This is an optimization exercise on Yosys and OpenROAD, whose aim is small area and a short achievable clock period, not a production implementation.
The RTL was checked by simulation tests, not by an equivalence proof against the original design.

==> flow/design.v (outline; a module is shown in full before it is edited, if it fits) <==
// module synapse_decode: 386 lines
// module csa_fa: 10 lines
// module csa_ha: 9 lines
// module izh_step: 500 lines
// module izh_execute: 44 lines
// module spike_result: 81 lines
// module neuron_top: 64 lines
module neuron_top #(
    parameter int NEURON_INDEX = 1
) (
    input  logic        clk,
    input  logic        rst,
    input  logic        cfg_we,
    input  logic [5:0]  cfg_addr,
    input  logic [17:0] cfg_data,
    input  logic        axon_vld,
    input  logic [7:0]  axon_index,
    input  logic        nc_evaluate,
    input  logic        nc_reset,
    input  logic        nc_warmup,
    input  logic        out_granted,
    output logic        neur_output,
    output logic        out_pending,
    output logic [7:0]  out_bus,
    output logic [17:0] state_v,
    output logic [17:0] state_u
);
  // ...
==> flow/flow/run.sh <==
#!/bin/bash
# The standard layout, with timing repair aimed at a shorter period than the clock's
# (SETUP_SLACK_MARGIN) and drive-strength buffers on the ports.
set -euo pipefail
export SETUP_SLACK_MARGIN=14
export BUFFER_PORTS_ARGS="-buffer_cell sky130_fd_sc_hd__buf_2"
bash standard.sh > standard.log 2>&1
==> flow/standard.sh <==
#!/bin/bash
# synth_recipe.tcl (not shown) runs the flow's synth.tcl, then flattens the netlist and writes it again
# the make line also repeats each setting of config.mk as NAME=value (left out here)
make -C /OpenROAD-flow-scripts/flow DESIGN_CONFIG=/design/flow/config.mk WORK_HOME=/design/flow/orfs CLKGATE_MAP_FILE= SYNTH_SCRIPT=/design/flow/synth_recipe.tcl "${@:-finish}"
==> flow/config.mk <==
export PLATFORM = sky130hd
export DESIGN_NAME = neuron_top
export DESIGN_NICKNAME = neuron_top
export VERILOG_FILES = /design/flow/design.v
export SDC_FILE = /design/flow/constraint.sdc
export NUM_CORES = 4
export LEC_CHECK = 0
export CAP_MARGIN = 20
export CORE_MARGIN = 2
export CORE_UTILIZATION = 60
export CTS_CLUSTER_DIAMETER = 100
export CTS_CLUSTER_SIZE = 30
export PLACE_DENSITY = 0.7
export SLEW_MARGIN = 20
export SYNTH_HIERARCHICAL = 1
export SYNTH_MINIMUM_KEEP_SIZE = 0
==> flow/constraint.sdc <==
create_clock -name core_clock -period 24.0 [get_ports {clk}]
set_input_delay 4.8000 -clock core_clock [delete_from_list [all_inputs] [get_ports {clk}]]
set_output_delay 4.8000 -clock core_clock [all_outputs]
set_load 0.01 [all_outputs]
==> out/qor.yml, run 1 <==
status:
  status: "finished clean"
cells_and_area:
  final_cell_mix: "fa_1 (359), edfxtp_1 (300), nor2_1 (252), xnor2_1 (192), xor2_1 (170)"
  multi_input_gates: 1690
  final_cell_area_sq_um: 31300
  sh_seq_area: 0.364
  regMostFlops: "synapse_decode_i.table_i"
timing:
  rsz0062_at_grt: "false"
  hold_viol_final: 0
  timing.setup.tns_ns: 0
  maxSlewViolCount: 0
  timing.fmax_mhz: 100
  setup_viol: 0
global_route:
  grt_max_degree: 45
  grt_pass1_wl_um: 108000
  antenna_found_initial: 0
setup_path:
  endpoint_kind: "primary output"
  cp-start-kind: "input port"
  crit_end: "out_bus[0]"
placement:
  place.port_buffers: 69
detailed_routing:
  drtIter0Drc: 1484
  top_layer: "met4"
clocking:
  clock_latency_ns: 0.58
  root_buffer: "clkbuf_16"
==> run 2, diff against run 1 <==
--- a/flow/design.v
+++ b/flow/design.v
@@ -700,156 +700,142 @@
     assign spike_raw = !dsum[22];
     wire [9:0]  lo8  = v_raw[10:3] + v_raw[11:4] + v_raw[13:6] + {2'b0, ~u[7:0]} + 10'd1;
     wire [11:0] lo10 = v_raw[12:3] + v_raw[13:4] + v_raw[15:6] + {2'b0, ~u[9:0]} + 12'd1;
     wire ct_s0, ct_c0;
     csa_fa ct_fa0 (.a(u[0]), .b(~u[8]), .c(~u[10]), .s(ct_s0), .co(ct_c0));
     wire ct_s1, ct_c1;
     csa_fa ct_fa1 (.a(ct_s0), .b(v_raw[11]), .c(v_raw[12]), .s(ct_s1), .co(ct_c1));
     wire ct_s2, ct_c2;
-    csa_fa ct_fa2 (.a(v_raw[14]), .b(v_raw[13]), .c(v_raw[14]), .s(ct_s2), .co(ct_c2));
+    csa_fa ct_fa2 (.a(v_raw[13]), .b(v_raw[16]), .c(ct_s1), .s(ct_s2), .co(ct_c2));
     wire ct_s3, ct_c3;
-    csa_fa ct_fa3 (.a(v_raw[16]), .b(ct_s1), .c(ct_s2), .s(ct_s3), .co(ct_c3));
+    csa_fa ct_fa3 (.a(ct_s2), .b(lo8[8]), .c(lo10[10]), .s(ct_s3), .co(ct_c3));
     wire ct_s4, ct_c4;
-    csa_fa ct_fa4 (.a(ct_s3), .b(lo8[8]), .c(lo10[10]), .s(ct_s4), .co(ct_c4));
+    csa_fa ct_fa4 (.a(u[1]), .b(~u[9]), .c(~u[11]), .s(ct_s4), .co(ct_c4));
     wire ct_s5, ct_c5;
-    csa_fa ct_fa5 (.a(u[1]), .b(~u[9]), .c(~u[11]), .s(ct_s5), .co(ct_c5));
+    csa_fa ct_fa5 (.a(ct_c0), .b(ct_s4), .c(v_raw[12]), .s(ct_s5), .co(ct_c5));
     wire ct_s6, ct_c6;
-    csa_fa ct_fa6 (.a(ct_c0), .b(ct_s5), .c(v_raw[12]), .s(ct_s6), .co(ct_c6));
+    csa_fa ct_fa6 (.a(v_raw[13]), .b(v_raw[14]), .c(v_raw[14]), .s(ct_s6), .co(ct_c6));
     wire ct_s7, ct_c7;
-    csa_fa ct_fa7 (.a(v_raw[13]), .b(v_raw[15]), .c(v_raw[14]), .s(ct_s7), .co(ct_c7));
+    csa_fa ct_fa7 (.a(v_raw[17]), .b(ct_c1), .c(ct_s5), .s(ct_s7), .co(ct_c7));
     wire ct_s8, ct_c8;
-    csa_fa ct_fa8 (.a(v_raw[15]), .b(v_raw[17]), .c(ct_c1), .s(ct_s8), .co(ct_c8));
+    csa_fa ct_fa8 (.a(ct_s6), .b(ct_c2), .c(ct_s7), .s(ct_s8), .co(ct_c8));
     wire ct_s9, ct_c9;
-    csa_fa ct_fa9 (.a(ct_c2), .b(ct_s6), .c(ct_s7), .s(ct_s9), .co(ct_c9));
+    csa_fa ct_fa9 (.a(ct_s8), .b(lo8[9]), .c(lo10[11]), .s(ct_s9), .co(ct_c9));
     wire ct_s10, ct_c10;
-    csa_fa ct_fa10 (.a(ct_c3), .b(ct_s8), .c(ct_s9), .s(ct_s10), .co(ct_c10));
+    csa_fa ct_fa10 (.a(u[2]), .b(~u[10]), .c(~u[12]), .s(ct_s10), .co(ct_c10));
     wire ct_s11, ct_c11;
-    csa_fa ct_fa11 (.a(ct_s10), .b(lo8[9]), .c(lo10[11]), .s(ct_s11), .co(ct_c11));
+    csa_fa ct_fa11 (.a(ct_c4), .b(ct_s10), .c(v_raw[13]), .s(ct_s11), .co(ct_c11));
     wire ct_s12, ct_c12;
-    csa_fa ct_fa12 (.a(u[2]), .b(~u[10]), .c(~u[12]), .s(ct_s12), .co(ct_c12));
+    csa_fa ct_fa12 (.a(v_raw[14]), .b(v_raw[15]), .c(v_raw[15]), .s(ct_s12), .co(ct_c12));
     wire ct_s13, ct_c13;
-    csa_fa ct_fa13 (.a(ct_c5), .b(ct_s12), .c(v_raw[13]), .s(ct_s13), .co(ct_c13));
+    csa_fa ct_fa13 (.a(v_raw[18]), .b(ct_c5), .c(ct_c6), .s(ct_s13), .co(ct_c13));
     wire ct_s14, ct_c14;
-    csa_fa ct_fa14 (.a(v_raw[14]), .b(v_raw[16]), .c(v_raw[15]), .s(ct_s14), .co(ct_c14));
+    csa_fa ct_fa14 (.a(ct_s11), .b(ct_s12), .c(ct_c7), .s(ct_s14), .co(ct_c14));
     wire ct_s15, ct_c15;
-    csa_fa ct_fa15 (.a(v_raw[16]), .b(v_raw[18]), .c(ct_c6), .s(ct_s15), .co(ct_c15));
+    csa_fa ct_fa15 (.a(ct_s13), .b(ct_c8), .c(ct_s14), .s(ct_s15), .co(ct_c15));
     wire ct_s16, ct_c16;
-    csa_fa ct_fa16 (.a(ct_c7), .b(ct_s13), .c(ct_s14), .s(ct_s16), .co(ct_c16));
+    csa_fa ct_fa16 (.a(u[3]), .b(~u[11]), .c(~u[13]), .s(ct_s16), .co(ct_c16));
     wire ct_s17, ct_c17;
-    csa_fa ct_fa17 (.a(ct_c8), .b(ct_c9), .c(ct_s15), .s(ct_s17), .co(ct_c17));
+    csa_fa ct_fa17 (.a(ct_c10), .b(ct_s16), .c(v_raw[14]), .s(ct_s17), .co(ct_c17));
     wire ct_s18, ct_c18;
-    csa_fa ct_fa18 (.a(ct_s16), .b(ct_c10), .c(ct_s17), .s(ct_s18), .co(ct_c18));
+    csa_fa ct_fa18 (.a(v_raw[15]), .b(v_raw[16]), .c(v_raw[16]), .s(ct_s18), .co(ct_c18));
     wire ct_s19, ct_c19;
-    csa_fa ct_fa19 (.a(u[3]), .b(~u[11]), .c(~u[13]), .s(ct_s19), .co(ct_c19));
+    csa_fa ct_fa19 (.a(v_raw[19]), .b(ct_c11), .c(ct_c12), .s(ct_s19), .co(ct_c19));
     wire ct_s20, ct_c20;
-    csa_fa ct_fa20 (.a(ct_c12), .b(ct_s19), .c(v_raw[14]), .s(ct_s20), .co(ct_c20));
+    csa_fa ct_fa20 (.a(ct_s17), .b(ct_s18), .c(ct_c13), .s(ct_s20), .co(ct_c20));
     wire ct_s21, ct_c21;
-    csa_fa ct_fa21 (.a(v_raw[15]), .b(v_raw[17]), .c(v_raw[16]), .s(ct_s21), .co(ct_c21));
-    wire ct_s22, ct_c22;
-    csa_fa ct_fa22 (.a(v_raw[17]), .b(v_raw[19]), .c(ct_c13), .s(ct_s22), .co(ct_c22));
+    csa_fa ct_fa21 (.a(ct_s19), .b(ct_c14), .c(ct_s20), .s(ct_s21), .co(ct_c21));
+    wire ct_w0 = ~(u[4] ^ ~u[12]);
+    wire ct_w1 = u[4] | ~u[12];
     wire ct_s23, ct_c23;
-    csa_fa ct_fa23 (.a(ct_c14), .b(ct_s20), .c(ct_s21), .s(ct_s23), .co(ct_c23));
+    csa_fa ct_fa23 (.a(~u[14]), .b(ct_c16), .c(ct_w0), .s(ct_s23), .co(ct_c23));
     wire ct_s24, ct_c24;
-    csa_fa ct_fa24 (.a(ct_c15), .b(ct_c16), .c(ct_s22), .s(ct_s24), .co(ct_c24));
+    csa_fa ct_fa24 (.a(ct_s23), .b(v_raw[15]), .c(v_raw[16]), .s(ct_s24), .co(ct_c24));
     wire ct_s25, ct_c25;
-    csa_fa ct_fa25 (.a(ct_s23), .b(ct_c17), .c(ct_s24), .s(ct_s25), .co(ct_c25));
-    wire ct_w0 = ~(u[4] ^ ~u[12]);
-    wire ct_w1 = u[4] | ~u[12];
+    csa_fa ct_fa25 (.a(v_raw[17]), .b(v_raw[17]), .c(~v_raw[20]), .s(ct_s25), .co(ct_c25));
+    wire ct_s26, ct_c26;
+    csa_fa ct_fa26 (.a(ct_c17), .b(ct_c18), .c(ct_s24), .s(ct_s26), .co(ct_c26));
     wire ct_s27, ct_c27;
-    csa_fa ct_fa27 (.a(~u[14]), .b(ct_c19), .c(ct_w0), .s(ct_s27), .co(ct_c27));
+    csa_fa ct_fa27 (.a(ct_s25), .b(ct_c19), .c(ct_s26), .s(ct_s27), .co(ct_c27));
     wire ct_s28, ct_c28;
-    csa_fa ct_fa28 (.a(ct_s27), .b(v_raw[15]), .c(v_raw[16]), .s(ct_s28), .co(ct_c28));
-    wire ct_s29, ct_c29;
-    csa_fa ct_fa29 (.a(v_raw[18]), .b(v_raw[17]), .c(v_raw[18]), .s(ct_s29), .co(ct_c29));
+    csa_fa ct_fa28 (.a(ct_c20), .b(ct_s27), .c(ct_c21), .s(ct_s28), .co(ct_c28));
+    wire ct_w2 = ~(u[5] ^ ~u[13]);
+    wire ct_w3 = u[5] | ~u[13];
     wire ct_s30, ct_c30;
-    csa_fa ct_fa30 (.a(~v_raw[20]), .b(ct_c20), .c(ct_c21), .s(ct_s30), .co(ct_c30));
+    csa_fa ct_fa30 (.a(~u[15]), .b(ct_w1), .c(ct_w2), .s(ct_s30), .co(ct_c30));
     wire ct_s31, ct_c31;
-    csa_fa ct_fa31 (.a(ct_s28), .b(ct_s29), .c(ct_c22), .s(ct_s31), .co(ct_c31));
+    csa_fa ct_fa31 (.a(ct_c23), .b(ct_s30), .c(v_raw[16]), .s(ct_s31), .co(ct_c31));
     wire ct_s32, ct_c32;
-    csa_fa ct_fa32 (.a(ct_c23), .b(ct_s30), .c(ct_c24), .s(ct_s32), .co(ct_c32));
+    csa_fa ct_fa32 (.a(v_raw[17]), .b(v_raw[18]), .c(v_raw[18]), .s(ct_s32), .co(ct_c32));
     wire ct_s33, ct_c33;
-    csa_fa ct_fa33 (.a(ct_s31), .b(ct_c25), .c(ct_s32), .s(ct_s33), .co(ct_c33));
-    wire ct_w2 = ~(u[5] ^ ~u[13]);
-    wire ct_w3 = u[5] | ~u[13];
+    csa_fa ct_fa33 (.a(ct_c24), .b(ct_c25), .c(ct_s31), .s(ct_s33), .co(ct_c33));
+    wire ct_s34, ct_c34;
+    csa_fa ct_fa34 (.a(ct_s32), .b(ct_c26), .c(ct_s33), .s(ct_s34), .co(ct_c34));
     wire ct_s35, ct_c35;
-    csa_fa ct_fa35 (.a(~u[15]), .b(ct_w1), .c(ct_w2), .s(ct_s35), .co(ct_c35));
-    wire ct_s36, ct_c36;
-    csa_fa ct_fa36 (.a(ct_c27), .b(ct_s35), .c(v_raw[16]), .s(ct_s36), .co(ct_c36));
+    csa_fa ct_fa35 (.a(ct_c27), .b(ct_s34), .c(ct_c28), .s(ct_s35), .co(ct_c35));
+    wire ct_w4 = ~(u[6] ^ ~u[14]);
+    wire ct_w5 = u[6] | ~u[14];
     wire ct_s37, ct_c37;
-    csa_fa ct_fa37 (.a(v_raw[17]), .b(v_raw[19]), .c(v_raw[18]), .s(ct_s37), .co(ct_c37));
+    csa_fa ct_fa37 (.a(~u[16]), .b(ct_w3), .c(ct_w4), .s(ct_s37), .co(ct_c37));
     wire ct_s38, ct_c38;
-    csa_fa ct_fa38 (.a(v_raw[19]), .b(ct_c28), .c(ct_c29), .s(ct_s38), .co(ct_c38));
+    csa_fa ct_fa38 (.a(ct_c30), .b(ct_s37), .c(v_raw[17]), .s(ct_s38), .co(ct_c38));
     wire ct_s39, ct_c39;
-    csa_fa ct_fa39 (.a(ct_s36), .b(ct_s37), .c(ct_c30), .s(ct_s39), .co(ct_c39));
+    csa_fa ct_fa39 (.a(v_raw[18]), .b(v_raw[19]), .c(v_raw[19]), .s(ct_s39), .co(ct_c39));
     wire ct_s40, ct_c40;
-    csa_fa ct_fa40 (.a(ct_s38), .b(ct_c31), .c(ct_s39), .s(ct_s40), .co(ct_c40));
+    csa_fa ct_fa40 (.a(ct_c31), .b(ct_c32), .c(ct_s38), .s(ct_s40), .co(ct_c40));
     wire ct_s41, ct_c41;
-    csa_fa ct_fa41 (.a(ct_c32), .b(ct_s40), .c(ct_c33), .s(ct_s41), .co(ct_c41));
-    wire ct_w4 = ~(u[6] ^ ~u[14]);
-    wire ct_w5 = u[6] | ~u[14];
+    csa_fa ct_fa41 (.a(ct_s39), .b(ct_c33), .c(ct_s40), .s(ct_s41), .co(ct_c41));
+    wire ct_s42, ct_c42;
+    csa_fa ct_fa42 (.a(ct_c34), .b(ct_s41), .c(ct_c35), .s(ct_s42), .co(ct_c42));
     wire ct_s43, ct_c43;
-    csa_fa ct_fa43 (.a(~u[16]), .b(ct_w3), .c(ct_w4), .s(ct_s43), .co(ct_c43));
+    csa_fa ct_fa43 (.a(u[7]), .b(~u[15]), .c(u[17]), .s(ct_s43), .co(ct_c43));
     wire ct_s44, ct_c44;
-    csa_fa ct_fa44 (.a(ct_c35), .b(ct_s43), .c(v_raw[17]), .s(ct_s44), .co(ct_c44));
+    csa_fa ct_fa44 (.a(ct_w5), .b(ct_s43), .c(ct_c37), .s(ct_s44), .co(ct_c44));
     wire ct_s45, ct_c45;
-    csa_fa ct_fa45 (.a(v_raw[18]), .b(~v_raw[20]), .c(v_raw[19]), .s(ct_s45), .co(ct_c45));
+    csa_fa ct_fa45 (.a(ct_s44), .b(v_raw[18]), .c(v_raw[19]), .s(ct_s45), .co(ct_c45));
     wire ct_s46, ct_c46;
-    csa_fa ct_fa46 (.a(~v_raw[20]), .b(ct_c36), .c(ct_c37), .s(ct_s46), .co(ct_c46));
+    csa_fa ct_fa46 (.a(~v_raw[20]), .b(~v_raw[20]), .c(ct_c38), .s(ct_s46), .co(ct_c46));
     wire ct_s47, ct_c47;
-    csa_fa ct_fa47 (.a(ct_s44), .b(ct_s45), .c(ct_c38), .s(ct_s47), .co(ct_c47));
+    csa_fa ct_fa47 (.a(ct_c39), .b(ct_s45), .c(ct_c40), .s(ct_s47), .co(ct_c47));
     wire ct_s48, ct_c48;
-    csa_fa ct_fa48 (.a(ct_s46), .b(ct_c39), .c(ct_s47), .s(ct_s48), .co(ct_c48));
-    wire ct_s49, ct_c49;
-    csa_fa ct_fa49 (.a(ct_c40), .b(ct_s48), .c(ct_c41), .s(ct_s49), .co(ct_c49));
+    csa_fa ct_fa48 (.a(ct_s46), .b(ct_c41), .c(ct_s47), .s(ct_s48), .co(ct_c48));
+    wire ct_w6 = ~(u[8] ^ ~u[16]);
+    wire ct_w7 = u[8] | ~u[16];
     wire ct_s50, ct_c50;
-    csa_fa ct_fa50 (.a(u[7]), .b(~u[15]), .c(u[17]), .s(ct_s50), .co(ct_c50));
+    csa_fa ct_fa50 (.a(ct_c43), .b(ct_w6), .c(ct_c44), .s(ct_s50), .co(ct_c50));
     wire ct_s51, ct_c51;
-    csa_fa ct_fa51 (.a(ct_w5), .b(ct_s50), .c(ct_c43), .s(ct_s51), .co(ct_c51));
+    csa_fa ct_fa51 (.a(ct_s50), .b(v_raw[19]), .c(~v_raw[20]), .s(ct_s51), .co(ct_c51));
     wire ct_s52, ct_c52;
-    csa_fa ct_fa52 (.a(ct_s51), .b(v_raw[18]), .c(v_raw[19]), .s(ct_s52), .co(ct_c52));
+    csa_fa ct_fa52 (.a(ct_c45), .b(ct_s51), .c(ct_c46), .s(ct_s52), .co(ct_c52));
     wire ct_s53, ct_c53;
-    csa_fa ct_fa53 (.a(~v_raw[20]), .b(ct_c44), .c(ct_c45), .s(ct_s53), .co(ct_c53));
+    csa_fa ct_fa53 (.a(ct_c47), .b(ct_s52), .c(ct_c48), .s(ct_s53), .co(ct_c53));
     wire ct_s54, ct_c54;
-    csa_fa ct_fa54 (.a(ct_s52), .b(ct_c46), .c(ct_s53), .s(ct_s54), .co(ct_c54));
+    csa_fa ct_fa54 (.a(u[9]), .b(u[17]), .c(ct_w7), .s(ct_s54), .co(ct_c54));
     wire ct_s55, ct_c55;
-    csa_fa ct_fa55 (.a(ct_c47), .b(ct_s54), .c(ct_c48), .s(ct_s55), .co(ct_c55));
-    wire ct_w6 = ~(u[8] ^ ~u[16]);
-    wire ct_w7 = u[8] | ~u[16];
+    csa_fa ct_fa55 (.a(ct_s54), .b(ct_c50), .c(~v_raw[20]), .s(ct_s55), .co(ct_c55));
+    wire ct_s56, ct_c56;
+    csa_fa ct_fa56 (.a(ct_c51), .b(ct_s55), .c(ct_c52), .s(ct_s56), .co(ct_c56));
     wire ct_s57, ct_c57;
-    csa_fa ct_fa57 (.a(ct_c50), .b(ct_w6), .c(ct_c51), .s(ct_s57), .co(ct_c57));
-    wire ct_s58, ct_c58;
-    csa_fa ct_fa58 (.a(ct_s57), .b(v_raw[19]), .c(~v_raw[20]), .s(ct_s58), .co(ct_c58));
-    wire ct_s59, ct_c59;
-    csa_fa ct_fa59 (.a(ct_c52), .b(ct_s58), .c(ct_c53), .s(ct_s59), .co(ct_c59));
-    wire ct_s60, ct_c60;
-    csa_fa ct_fa60 (.a(ct_c54), .b(ct_s59), .c(ct_c55), .s(ct_s60), .co(ct_c60));
-    wire ct_s61, ct_c61;
-    csa_fa ct_fa61 (.a(u[9]), .b(u[17]), .c(ct_w7), .s(ct_s61), .co(ct_c61));
-    wire ct_s62, ct_c62;
-    csa_fa ct_fa62 (.a(ct_s61), .b(ct_c57), .c(~v_raw[20]), .s(ct_s62), .co(ct_c62));
-    wire ct_s63, ct_c63;
-    csa_fa ct_fa63 (.a(ct_c58), .b(ct_s62), .c(ct_c59), .s(ct_s63), .co(ct_c63));
-    wire ct_s64, ct_c64;
-    csa_fa ct_fa64 (.a(u[10]), .b(ct_c61), .c(ct_c62), .s(ct_s64), .co(ct_c64));
-    wire ct_w8 = ~(u[11] ^ ct_c64);
-    wire ct_w9 = u[11] | ct_c64;
+    csa_fa ct_fa57 (.a(u[10]), .b(ct_c54), .c(ct_c55), .s(ct_s57), .co(ct_c57));
+    wire ct_w8 = ~(u[11] ^ ct_c57);
+    wire ct_w9 = u[11] | ct_c57;
     wire ct_w10 = ~(u[12] ^ ct_w9);
     wire ct_w11 = u[12] | ct_w9;
     wire ct_w12 = ~(u[13] ^ ct_w11);
     wire ct_w13 = u[13] | ct_w11;
     wire ct_w14 = ~(u[14] ^ ct_w13);
     wire ct_w15 = u[14] | ct_w13;
     wire ct_w16 = ~(u[15] ^ ct_w15);
     wire ct_w17 = u[15] | ct_w15;
     wire ct_w18 = ~(u[16] ^ ct_w17);
     wire ct_w19 = u[16] | ct_w17;
     wire ct_w20 = ~(u[17] ^ ct_w19);
-    wire [17:0] ct_a = {ct_w20, ct_w18, ct_w16, ct_w14, ct_w12, ct_w10, ct_w8, ct_c63, ct_c60, ct_s60, ct_c49, ct_s49, ct_s41, ct_s33, ct_c18, ct_c11, ct_c4, ct_s4};
-    wire [17:0] ct_b = {1'b0, 1'b0, 1'b0, 1'b0, 1'b0, 1'b0, 1'b0, ct_s64, ct_s63, 1'b0, ct_s55, 1'b0, 1'b0, 1'b0, ct_s25, ct_s18, ct_s11, 1'b0};
+    wire [17:0] ct_a = {ct_w20, ct_w18, ct_w16, ct_w14, ct_w12, ct_w10, ct_w8, ct_c56, ct_c53, ct_s53, ct_c42, ct_s42, ct_s35, ct_s28, ct_c15, ct_c9, ct_c3, ct_s3};
+    wire [17:0] ct_b = {1'b0, 1'b0, 1'b0, 1'b0, 1'b0, 1'b0, 1'b0, ct_s57, ct_s56, 1'b0, ct_s48, 1'b0, 1'b0, 1'b0, ct_s21, ct_s15, ct_s9, 1'b0};
     assign u_raw = ct_a + ct_b;
     wire qt_s0, qt_c0;
     csa_fa qt_fa0 (.a((v_raw[5] & v_raw[8])), .b((v_raw[6] & v_raw[7])), .c(v_raw[7]), .s(qt_s0), .co(qt_c0));
     wire qt_s1, qt_c1;
     csa_fa qt_fa1 (.a((v_raw[5] & v_raw[9])), .b((v_raw[6] & v_raw[8])), .c(qt_c0), .s(qt_s1), .co(qt_c1));
     wire qt_s2, qt_c2;
     csa_fa qt_fa2 (.a((v_raw[5] & v_raw[10])), .b((v_raw[6] & v_raw[9])), .c((v_raw[7] & v_raw[8])), .s(qt_s2), .co(qt_c2));
     wire qt_s3, qt_c3;
==> out/qor.yml, run 2 <==
timing:
  holdWs_ns: 0.471
  slew_headroom: 0.261
  finClkSkew_ns: 0.0587
  timing.fmax_mhz: 100  # about the same
  period_share: 0.416
  hold_viol_final: 0  # unchanged
  maxSlewViolCount: 0  # unchanged
  setup_viol: 0  # unchanged
  worst_pin_slew_ns: 1.11
  timing.setup.tns_ns: 0  # unchanged
  finalCriticalPeriod_ns: 9.98
  rsz0062_at_grt: "false"
detailed_routing:
  viasPerCell: 5.89
  drtIter0Drc: 1239  # -17%
  drc: 0
  antenna_left: 1
  drt_wl_total_um: 69800
  dr.pass1.iters: 7
  wl_per_cell_um: 23.0
  vias: 17919
die:
  initial_utilization: 0.609
  fp-row-count: 80
  die_width_um: 224
  core_sq_um: 47700
  dieArea_sq_um: 50200
  die-height_um: 224
  ios: 86
flow_run:
  cap_violations: 0
setup_path:
  path_class: "in2out"
  cp-start-kind: "input port"
  slowest_delay_ns: 0.14
  endpoint_kind: "primary output"
  cpMaxStageDelayCell: "buf_4"
  worst-path-buf-inv: 2
  crit_arrival_ns: 5.18
  cpLargestDelayFamily: "buffers and inverters"
  cp_max_fo: 7
  required_ns: 19.20
  path_cells: "buf_4 -> and2_4 -> buf_6"
global_route:
  gr-total-overflow: 0
  grt_pass1_wl_um: 106000  # -1.9%
  grt_busiest_layer: "met2"
  grt_max_degree: 71  # +58%
  globalRouteMet2Util: 0.462
  first_global_vias: 18279
  grt_use_total: 0.284
  grtUsageMet3: 0.0425
  gr-usage-met1: 0.405
  antenna_found_initial: 1  # +1
clocking:
  htreeDepth: 1
  numCtsBuffers: 20
  cts_tree: "yes"
  clock_latency_ns: 0.61  # +0.03 ns
  root_buffer: "clkbuf_16"
  path_clk_slew_ns: 0.11
  max-clock-path-buffers: 3
  cts_sinks: 418
  postCtsHoldBufs: 0
cells_and_area:
  reg_top3: "synapse_decode_i.table_i: 160 flops, synapse_decode_i.table_w: 140 flops"
  final_cell_mix: "fa_1 (348), edfxtp_1 (300), nor2_1 (254), xnor2_1 (193), xor2_1 (171)"
  final_nets: 2922
  drive_gt1_frac: 0.110
  area_growth_pct: 6.99
  regMostFlops: "synapse_decode_i.table_i"
  fin_util: 0.651
  mostFrequentLayoutCell: "fa_1"
  largest_register_ffs: 160
placement:
  gp_congestion: 0.891
  dp_hpwl_um: 50200
  place.port_buffers: 69  # unchanged
status:
  status: "complete, but fails checks"
  check.faults: "antenna rules"
synthesis:
  synthCells: 2343
  ys_warn_count: 11
  syn_avg_cell_area_sq_um: 12.4
  synth_area_sq_um: 29100
worst_hold_path:
  hp-class: "reg2reg"
[run 2: changes by cell type in the layout (fill, tap and decap cells not counted), moves of 3 or more]
cell / previous run / this run
buf_4: 68 / 64
nor2_2: 11 / 8
diode_2: 1 / 6
fa_1: 359 / 348
fa_2: 0 / 4
[run 2: layout make-up]
| cell class | instances | area [sq um] |
|---|---|---|
| diodes | 6 | 15.0 |
| clock inverters | 9 | 163 |
| inverters | 147 | 577 |
| flip-flops and latches | 418 | 11400 |
| clock buffers | 27 | 527 |
| fillers | 3542 | 16700 |
| well taps | 615 | 769 |
| multi-input cells | 1683 | 16700 |
| repair buffers | 135 | 913 |
[run 2: final timing paths]
| path | from | to | slack, ns | cells past startpoint |
|---|---|---|---|---|
| worst min-delay path | synapse_decode_i.bias_current[8]$_SDFFE_PP0P_ | synapse_decode_i.bias_current[8]$_SDFFE_PP0P_ | 0.47 | 2 |
| worst min register to register | synapse_decode_i.bias_current[8]$_SDFFE_PP0P_ | synapse_decode_i.bias_current[8]$_SDFFE_PP0P_ | 0.47 | 2 |
| worst max-delay path | out_granted | out_bus[0] | 14.02 | 3 |
| worst max register to register | izh_execute_i.u[10]$_SDFFE_PP0P_ | izh_execute_i.q[19]$_SDFFE_PP0P_ | 14.36 | 32 |
[run 2: worst min-delay path, cell delays in order (launching register included)]
cell and delay (ns):
dfxtp_1 0.33, nand2_1 0.05, a21oi_1 0.05
[run 2: what timing repair did]
item                       4_1_cts  5_1_grt
setup endpoints to repair        7       12
pin swaps                        2        3
cloned                           1        1
resized for setup               21       34
buffers inserted                 4       27
[run 2: metal layers]
layer,wire length (um),vias to the layer above
li1,-,7965
met1,30000,9242
met4,1970,0
met3,4540,120
met5,0,-
met2,33300,592
[run 2: through the flow]
| stage | cells | setup slack (ns) | cell area, sq um |
|---|---|---|---|
| floorplan | 2349 | 14.23 | 29100 |
| global placement | 2965 | 13.60 | 29900 |
| detailed placement | 2965 | 13.58 | 29900 |
| CTS | 3006 | 13.98 | 30800 |
| global route | 3035 | 13.97 | 31100 |
| finish | 3040 | 14.02 | 31100 |
==> run 3, diff against run 2 <==
--- a/flow/config.mk
+++ b/flow/config.mk
@@ -9,6 +9,6 @@
 export CORE_MARGIN = 2
-export CORE_UTILIZATION = 60
+export CORE_UTILIZATION = 40
 export CTS_CLUSTER_DIAMETER = 100
 export CTS_CLUSTER_SIZE = 30
-export PLACE_DENSITY = 0.7
+export GPL_TIMING_DRIVEN = 0
 export SLEW_MARGIN = 20
==> out/qor.yml, run 3 <==
synthesis:
  synthCells: 2343  # unchanged
  synth_area_sq_um: 29100  # unchanged
  ys_warn_count: 11  # unchanged
  syn_avg_cell_area_sq_um: 12.4  # unchanged
timing:
  period_share: 0.417  # +0.000787
  timing.setup.tns_ns: 0  # unchanged
  maxSlewViolCount: 0  # unchanged
  fin_ws_ns: 14.00  # -0.0189 ns
  slew_headroom: 0.359  # +0.0977
  finClkSkew_ns: 0.0358  # -0.0229 ns
  timing.fmax_mhz: 100  # -0.19%
  worst_pin_slew_ns: 0.962  # -0.147 ns
  setup_viol: 0  # unchanged
  rsz0062_at_grt: "true"
  hold_viol_final: 0  # unchanged
  finalCriticalPeriod_ns: 10.0  # +0.0189 ns
placement:
  dp_cells: 3378  # +14%
  dp_hpwl_um: 59000  # +18%
  post-place-ws_ns: 13.46  # -0.121 ns
  place.port_buffers: 69  # unchanged
  gp_congestion: 0.870  # -2.4%
setup_path:
  cp_max_fo: 11  # +4
  endpoint_kind: "primary output"
  path_class: "in2out"
  required_ns: 19.20  # about the same
  crit_arrival_ns: 5.20  # +0.02 ns
  cp-start-kind: "input port"
clocking:
  numCtsBuffers: 24  # +20%
  cts_tree: "yes"
  max-clock-path-buffers: 3  # unchanged
  clock_latency_ns: 0.63  # +0.02 ns
  cts_sinks: 418  # unchanged
  path_clk_slew_ns: 0.11  # about the same
  htreeDepth: 1  # unchanged
  root_buffer: "clkbuf_16"
detailed_routing:
  wl_per_cell_um: 21.8  # -4.8%
  antenna_left: 0  # -1
  dr.pass1.iters: 5  # -2
  drt_wl_total_um: 75100  # +7.6%
  drtIter0Drc: 1305  # +5.3%
  vias: 17865  # -0.30%
  drc: 0  # unchanged
  viasPerCell: 5.19  # -12%
global_route:
  grt_pass1_wl_um: 115000  # +8.1%
  first_global_vias: 18877  # +3.3%
  antenna_found_initial: 3  # +2
  gr-usage-met1: 0.288  # -0.117
  grt_busiest_layer: "met2"
  gr-total-overflow: 0  # unchanged
  grt_max_degree: 32  # -55%
  grtUsageMet3: 0.0191  # -0.0234
  grt_use_total: 0.204  # -0.0800
  globalRouteMet2Util: 0.343  # -0.119
cells_and_area:
  mostFrequentLayoutCell: "fa_1"
  fin_cells: 3439  # +13%
  fin_util: 0.448  # -0.203
  final_nets: 2987  # +2.2%
  reg_top3: "synapse_decode_i.table_i: 160 flops, synapse_decode_i.table_w: 140 flops"
  largest_register_ffs: 160  # unchanged
  regMostFlops: "synapse_decode_i.table_i"
  drive_gt1_frac: 0.117  # +0.00700
  area_growth_pct: 10.7
  final_cell_mix: "fa_1 (352), edfxtp_1 (300), nor2_1 (255), xnor2_1 (194), xor2_1 (167)"
die:
  dieArea_sq_um: 74800  # +49%
  die_width_um: 274  # +22%
  core_sq_um: 71700  # +50%
  die-height_um: 274  # +22%
  ios: 86  # unchanged
  fp-row-count: 98  # +23%
  initial_utilization: 0.405  # -0.203
status:
  status: "finished clean"
worst_hold_path:
  hp-class: "reg2reg"
flow_run:
  cap_violations: 0  # unchanged
-- run 3: per-stage QoR --
step	area, sq um	hold WS [ns]
after floorplan	29100	0.427
after CTS	32000	0.467
after detailed placement	30900	0.451
after global routing	32200	0.490
final	32200	0.466
after global placement	30600	0.453
-- run 3: final cells by class --
cell class | count | area, sq um
fill | 6509 | 39600
multi-input combinational | 1682 | 16800
sequential | 418 | 11400
tap | 950 | 1190
timing repair buffer | 95 | 731
clock buffer | 29 | 619
buffer | 102 | 597
inverter | 147 | 571
clock inverter | 15 | 275
antenna | 1 | 2.50
-- run 3: final timing paths --
check	start	end	slack, ns	depth (start not counted)
max reg2reg	izh_execute_i.u[8]$_SDFFE_PP0P_	izh_execute_i.q[19]$_SDFFE_PP0P_	14.29	32
min reg2reg	synapse_decode_i.bias_current[8]$_SDFFE_PP0P_	synapse_decode_i.bias_current[8]$_SDFFE_PP0P_	0.47	2
min	synapse_decode_i.bias_current[8]$_SDFFE_PP0P_	synapse_decode_i.bias_current[8]$_SDFFE_PP0P_	0.47	2
max	nc_evaluate	neur_output	14.00	3
-- run 3: critical path: stages --
cell    delay [ns]
buf_6         0.13
and2_4        0.16
buf_6         0.11
-- run 3: timing repair --
item,CTS,global route
cloned,0,0
endpoints found under the setup margin,7,13
gates resized for setup,37,38
pin swaps,1,6
hold buffers,0,0
setup buffers,6,10
-- run 3: per-layer routing --
layer / vias up / wire [um]
li1: 8096 / -
met1: 9191 / 33700
met2: 492 / 36000
met3: 86 / 3720
met4: 0 / 1710
met5: - / 0
==> run 4, diff against run 3 <==
--- a/flow/config.mk
+++ b/flow/config.mk
@@ -12,3 +12,2 @@
 export CTS_CLUSTER_SIZE = 30
-export GPL_TIMING_DRIVEN = 0
 export SLEW_MARGIN = 20
==> out/qor.yml, run 4 <==
global_route:
  antenna_found_initial: 0  # -3
  gr-total-overflow: 0  # unchanged
  grt_max_degree: 60  # +88%
  grt_pass1_wl_um: 110000  # -4.5%
  grt_use_total: 0.194  # -0.0103
  first_global_vias: 18289  # -3.1%
cells_and_area:
  final_nets: 2922  # -2.2%
  seqCellArea_sq_um: 11400  # about the same
  antenna_cells: 0  # -1
  reg_top3: "synapse_decode_i.table_i: 160 flops, synapse_decode_i.table_w: 140 flops"
  final_cell_mix: "fa_1 (352), edfxtp_1 (300), nor2_1 (254), xnor2_1 (193), xor2_1 (171)"
  drive_gt1_frac: 0.113  # -0.00383
  regMostFlops: "synapse_decode_i.table_i"
  mostFrequentLayoutCell: "fa_1"
  multi_input_area_sq_um: 16700  # -0.31%
  largest_register_ffs: 160  # unchanged
  fillers: 6577  # +1.0%
  area_growth_pct: 8.68
setup_path:
  cp_max_fo: 7  # -4
  required_ns: 19.20  # about the same
  endpoint_kind: "primary output"
  crit_arrival_ns: 5.19  # about the same
  cp-start-kind: "input port"
  path_class: "in2out"
clocking:
  root_buffer: "clkbuf_16"
  cts_sinks: 418  # unchanged
  cts_tree: "yes"
  postCtsHoldBufs: 0  # unchanged
  numCtsBuffers: 23  # -4.2%
  clock_latency_ns: 0.61  # -0.02 ns
  max-clock-path-buffers: 3  # unchanged
  path_clk_slew_ns: 0.11  # about the same
  htreeDepth: 1  # unchanged
timing:
  worst_pin_slew_ns: 1.02  # +0.0613 ns
  finClkSkew_ns: 0.0574  # +0.0216 ns
  finalCriticalPeriod_ns: 9.99  # -0.00600 ns
  slew_headroom: 0.318  # -0.0409
  period_share: 0.416  # about the same
  timing.setup.tns_ns: 0  # unchanged
  rsz0062_at_grt: "false"
  hold_viol_final: 0  # unchanged
  timing.fmax_mhz: 100  # about the same
  maxSlewViolCount: 0  # unchanged
  setup_viol: 0  # unchanged
die:
  die_width_um: 274  # unchanged
  initial_utilization: 0.405  # unchanged
  core_sq_um: 71700  # unchanged
  fp-row-count: 98  # unchanged
  ios: 86  # unchanged
  die-height_um: 274  # unchanged
  dieArea_sq_um: 74800  # unchanged
flow_run:
  cap_violations: 0  # unchanged
detailed_routing:
  antenna_left: 0  # unchanged
  drtIter0Drc: 1229  # -5.8%
  dr.pass1.iters: 5  # unchanged
  drt_wl_total_um: 71600  # -4.7%
  wl_per_cell_um: 21.2  # -2.8%
  vias: 17517  # -1.9%
  viasPerCell: 5.19  # about the same
  drc: 0  # unchanged
synthesis:
  ys_warn_count: 11  # unchanged
  syn_avg_cell_area_sq_um: 12.4  # unchanged
  synthCells: 2343  # unchanged
  synth_area_sq_um: 29100  # unchanged
placement:
  place.port_buffers: 69  # unchanged
  gp_congestion: 0.844  # -2.9%
  dp_hpwl_um: 52700  # -11%
status:
  status: "finished clean"
worst_hold_path:
  hp-class: "reg2reg"
## run 4: worst max-delay path: stages
cell    delay [ns]
buf_4         0.14
and2_4        0.14
buf_6         0.11
## run 4: per-layer routing
layer	up-vias	global-route usage	routed length [um]
met4	0	0.0446	1800
met1	9045	0.267	31700
met2	419	0.331	35300
met5	-	0	0
met3	89	0.0197	2790
li1	7964	-	-
## run 4: worst paths after layout
path	startpoint	endpoint	slack (ns)	cells after the start
max reg2reg	izh_execute_i.u[5]$_SDFFE_PP0P_	izh_execute_i.q[19]$_SDFFE_PP0P_	14.40	33
min reg2reg	synapse_decode_i.bias_current[8]$_SDFFE_PP0P_	synapse_decode_i.bias_current[8]$_SDFFE_PP0P_	0.48	2
min	synapse_decode_i.bias_current[8]$_SDFFE_PP0P_	synapse_decode_i.bias_current[8]$_SDFFE_PP0P_	0.48	2
max	out_granted	out_bus[0]	14.01	3
## run 4: layout make-up
| class | count | area share |
|---|---|---|
| clock inverter | 13 | 0.00622 |
| timing repair buffer | 132 | 0.0284 |
| tap | 950 | 0.0376 |
| sequential | 418 | 0.361 |
| clock buffer | 29 | 0.0189 |
| inverter | 147 | 0.0184 |
| multi-input combinational | 1683 | 0.529 |
## run 4: what timing repair did
item / CTS / global route
pin swaps: 1 / 5
endpoints found under the setup margin: 5 / 12
endpoints found under the hold margin: 0 / 0
gates cloned: 1 / 1
setup buffers: 2 / 27
gates resized for setup: 21 / 39
## run 4: metrics by stage
| step | cell area [sq um] | std cells | hold WS, ns | utilization | setup slack (ns) |
|---|---|---|---|---|---|
| after global routing | 31600 | 3372 | 0.522 | 0.440 | 13.99 |
| after detailed placement | 30400 | 3299 | 0.463 | 0.423 | 13.61 |
| after global placement | 30400 | 3299 | 0.455 | 0.423 | 13.62 |
| after CTS | 31300 | 3344 | 0.484 | 0.436 | 13.98 |
| after floorplan | 29100 | 2349 | 0.427 | - | 14.23 |
| final | 31600 | 3372 | 0.482 | 0.440 | 14.01 |
==> run 5, diff against run 4 <==
--- a/flow/flow/run.sh
+++ b/flow/flow/run.sh
@@ -5,3 +5,3 @@
 export SETUP_SLACK_MARGIN=14
-export BUFFER_PORTS_ARGS="-buffer_cell sky130_fd_sc_hd__buf_2"
+export BUFFER_PORTS_ARGS="-buffer_cell sky130_fd_sc_hd__buf_1"
 bash standard.sh > standard.log 2>&1
==> out/qor.yml, run 5 <==
placement:
  dp_hpwl_um: 52500  # -0.29%
  post-place-ws_ns: 13.68  # +0.0675 ns
  dp_cells: 3300  # +0.030%
  gp_congestion: 0.857  # +1.5%
  place.port_buffers: 69  # unchanged
setup_path:
  cp_max_fo: 2  # -5
  cpMaxStageDelayCell: "and2_4"
  required_ns: 19.20  # about the same
  path_cells: "buf_8 -> buf_12 -> and2_4 -> buf_6"
  endpoint_kind: "primary output"
  path_class: "in2out"
  timing.rr.start: "izh_execute_i.u[10]$_SDFFE_PP0P_"
  cp-start-kind: "input port"
  crit_arrival_ns: 5.25  # +0.06 ns
  slowest_delay_ns: 0.12  # -0.02 ns
  startpoint: "nc_evaluate"
timing:
  maxSlewViolCount: 0  # unchanged
  rsz0062_at_grt: "true"
  timing.fmax_mhz: 99.5  # -0.53%
  finClkSkew_ns: 0.0701  # +0.0126 ns
  finalCriticalPeriod_ns: 10.05  # +0.0537 ns
  hold_viol_final: 0  # unchanged
  fin_ws_ns: 13.95  # -0.0537 ns
  worst_pin_slew_ns: 1.08  # +0.0555 ns
  setup_viol: 0  # unchanged
  timing.setup.tns_ns: 0  # unchanged
  slew_headroom: 0.281  # -0.0370
  period_share: 0.419  # +0.00224
die:
  core_sq_um: 71700  # unchanged
  ios: 86  # unchanged
  initial_utilization: 0.405  # unchanged
  fp-row-count: 98  # unchanged
  die-height_um: 274  # unchanged
  dieArea_sq_um: 74800  # unchanged
  die_width_um: 274  # unchanged
global_route:
  grt_pass1_wl_um: 109000  # -0.94%
  gr-usage-met1: 0.264  # -0.00369
  first_global_vias: 18026  # -1.4%
  antenna_found_initial: 0  # unchanged
  grt_use_total: 0.193  # -0.000698
  grt_max_degree: 58  # -3.3%
  globalRouteMet2Util: 0.331  # about the same
  grtUsageMet3: 0.0251  # +0.00535
  gr-total-overflow: 0  # unchanged
  grt_busiest_layer: "met2"
clocking:
  htreeDepth: 1  # unchanged
  cts_tree: "yes"
  root_buffer: "clkbuf_16"
  path_clk_slew_ns: 0.09  # -0.02 ns
  numCtsBuffers: 24  # +4.3%
  cts_sinks: 418  # unchanged
  max-clock-path-buffers: 3  # unchanged
  clock_latency_ns: 0.64  # +0.03 ns
detailed_routing:
  viasPerCell: 5.16  # -0.66%
  dr.pass1.iters: 5  # unchanged
  drc: 0  # unchanged
  drt_wl_total_um: 71100  # -0.63%
  wl_per_cell_um: 21.1  # -0.45%
  antenna_left: 0  # unchanged
  vias: 17371  # -0.83%
  drtIter0Drc: 1116  # -9.2%
cells_and_area:
  fillers: 6571  # -0.091%
  seqCellArea_sq_um: 11400  # about the same
  reg_top3: "synapse_decode_i.table_i: 160 flops, synapse_decode_i.table_w: 140 flops"
  mostFrequentLayoutCell: "fa_1"
  drive_gt1_frac: 0.0865  # -0.0266
  final_nets: 2914  # -0.27%
  largest_register_ffs: 160  # unchanged
  multi_input_area_sq_um: 16700  # about the same
  regMostFlops: "synapse_decode_i.table_i"
  area_growth_pct: 8.37
  fin_cells: 3366  # -0.18%
  final_cell_mix: "fa_1 (352), edfxtp_1 (300), nor2_1 (253), xnor2_1 (193), xor2_1 (171)"
status:
  status: "finished clean"
synthesis:
  syn_avg_cell_area_sq_um: 12.4  # unchanged
  synth_area_sq_um: 29100  # unchanged
  synthCells: 2343  # unchanged
  ys_warn_count: 11  # unchanged
flow_run:
  cap_violations: 0  # unchanged
worst_hold_path:
  min_from: "synapse_decode_i.bias_current[8]$_SDFFE_PP0P_"
  hp-class: "reg2reg"
[run 5: repair_timing]
item | in CTS | in global routing
hold buffers | 0 | 0
endpoints found under the setup margin | 5 | 12
gates resized for setup | 22 | 43
pin swaps | 0 | 4
buffers inserted | 4 | 15
hold endpoints to repair | 0 | 0
cloned | 1 | 1
[run 5: final timing paths]
kind | slack (ns) | end | cells after the start
setup / recovery | 13.95 | neur_output | 4
hold / removal | 0.48 | synapse_decode_i.bias_current[8]$_SDFFE_PP0P_ | 2
setup reg to reg | 14.40 | izh_execute_i.q[19]$_SDFFE_PP0P_ | 31
hold reg to reg | 0.48 | synapse_decode_i.bias_current[8]$_SDFFE_PP0P_ | 2
[run 5: area by class of cell]
cell class                 count  area share
clock inverter                12     0.00596
antenna                        1   0.0000795
clock buffer                  32      0.0213
timing repair buffer         123      0.0234
sequential                   418       0.362
multi-input combinational   1683       0.531
tap                          950      0.0378
inverter                     147      0.0180
[run 5: per-stage QoR]
stage | hold WS (ns) | cell area, sq um | util
global route | 0.501 | 31500 | 0.439
global placement | 0.457 | 30300 | 0.422
finish | 0.476 | 31500 | 0.439
detailed placement | 0.464 | 30300 | 0.422
floorplan | 0.427 | 29100 | -
CTS | 0.477 | 31300 | 0.436
[run 5: per-layer routing]
metal,vias up,share of wire
met5,-,0
met4,0,0.021
met3,82,0.044
met2,392,0.49
met1,8945,0.44
li1,7952,-
[run 5: critical path: cells and delay by family]
kind	cells	cell delay, ns
buffers and inverters	3	0.32
and+or+nand+nor	1	0.12

[separate check: timing with driven ports]
The results above use ideal ports. As a check the final layouts listed here were re-extracted and re-timed, cells and wires unchanged.
Step 1: set_driving_cell puts a clkbuf_16 on clk and a buf_2 on each other input, an assumption about the parent block.
Step 2 adds t to the input delays and takes it off the output delays; t is the mean of the earliest and latest rising clock arrival at the registers after step 1. Input paths then give back, and output paths get back, about the clock's delay inside the block.
Slacks: ideal / step 1 / step 2; pairs: ideal / step 1.
run | shift t [ns] | setup slack, ns | worst hold slack (ns) | worst slew at a driven data input, ns | pins driven straight from the clock port
run 1 | 0.630 | 14.019 / 13.959 / 13.959 | 0.477 / 0.477 / 0.477 | 0.11 | 1
run 2 | 0.639 | 14.019 / 13.942 / 13.942 | 0.471 / 0.471 / 0.471 | 0.12 | 1
run 3 | 0.670 | 14.000 / 13.966 / 13.966 | 0.466 / 0.466 / 0.466 | 0.06 | 1
run 4 | 0.646 | 14.006 / 13.913 / 13.913 | 0.482 / 0.482 / 0.482 | 0.12 | 1
run 5 | 0.663 | 13.953 / 13.905 / 13.905 | 0.476 / 0.476 / 0.476 | 0.06 | 1
The setup slack of run 4, which loses most, moves by -0.093 ns with the drivers and by -0.093 ns with both steps.
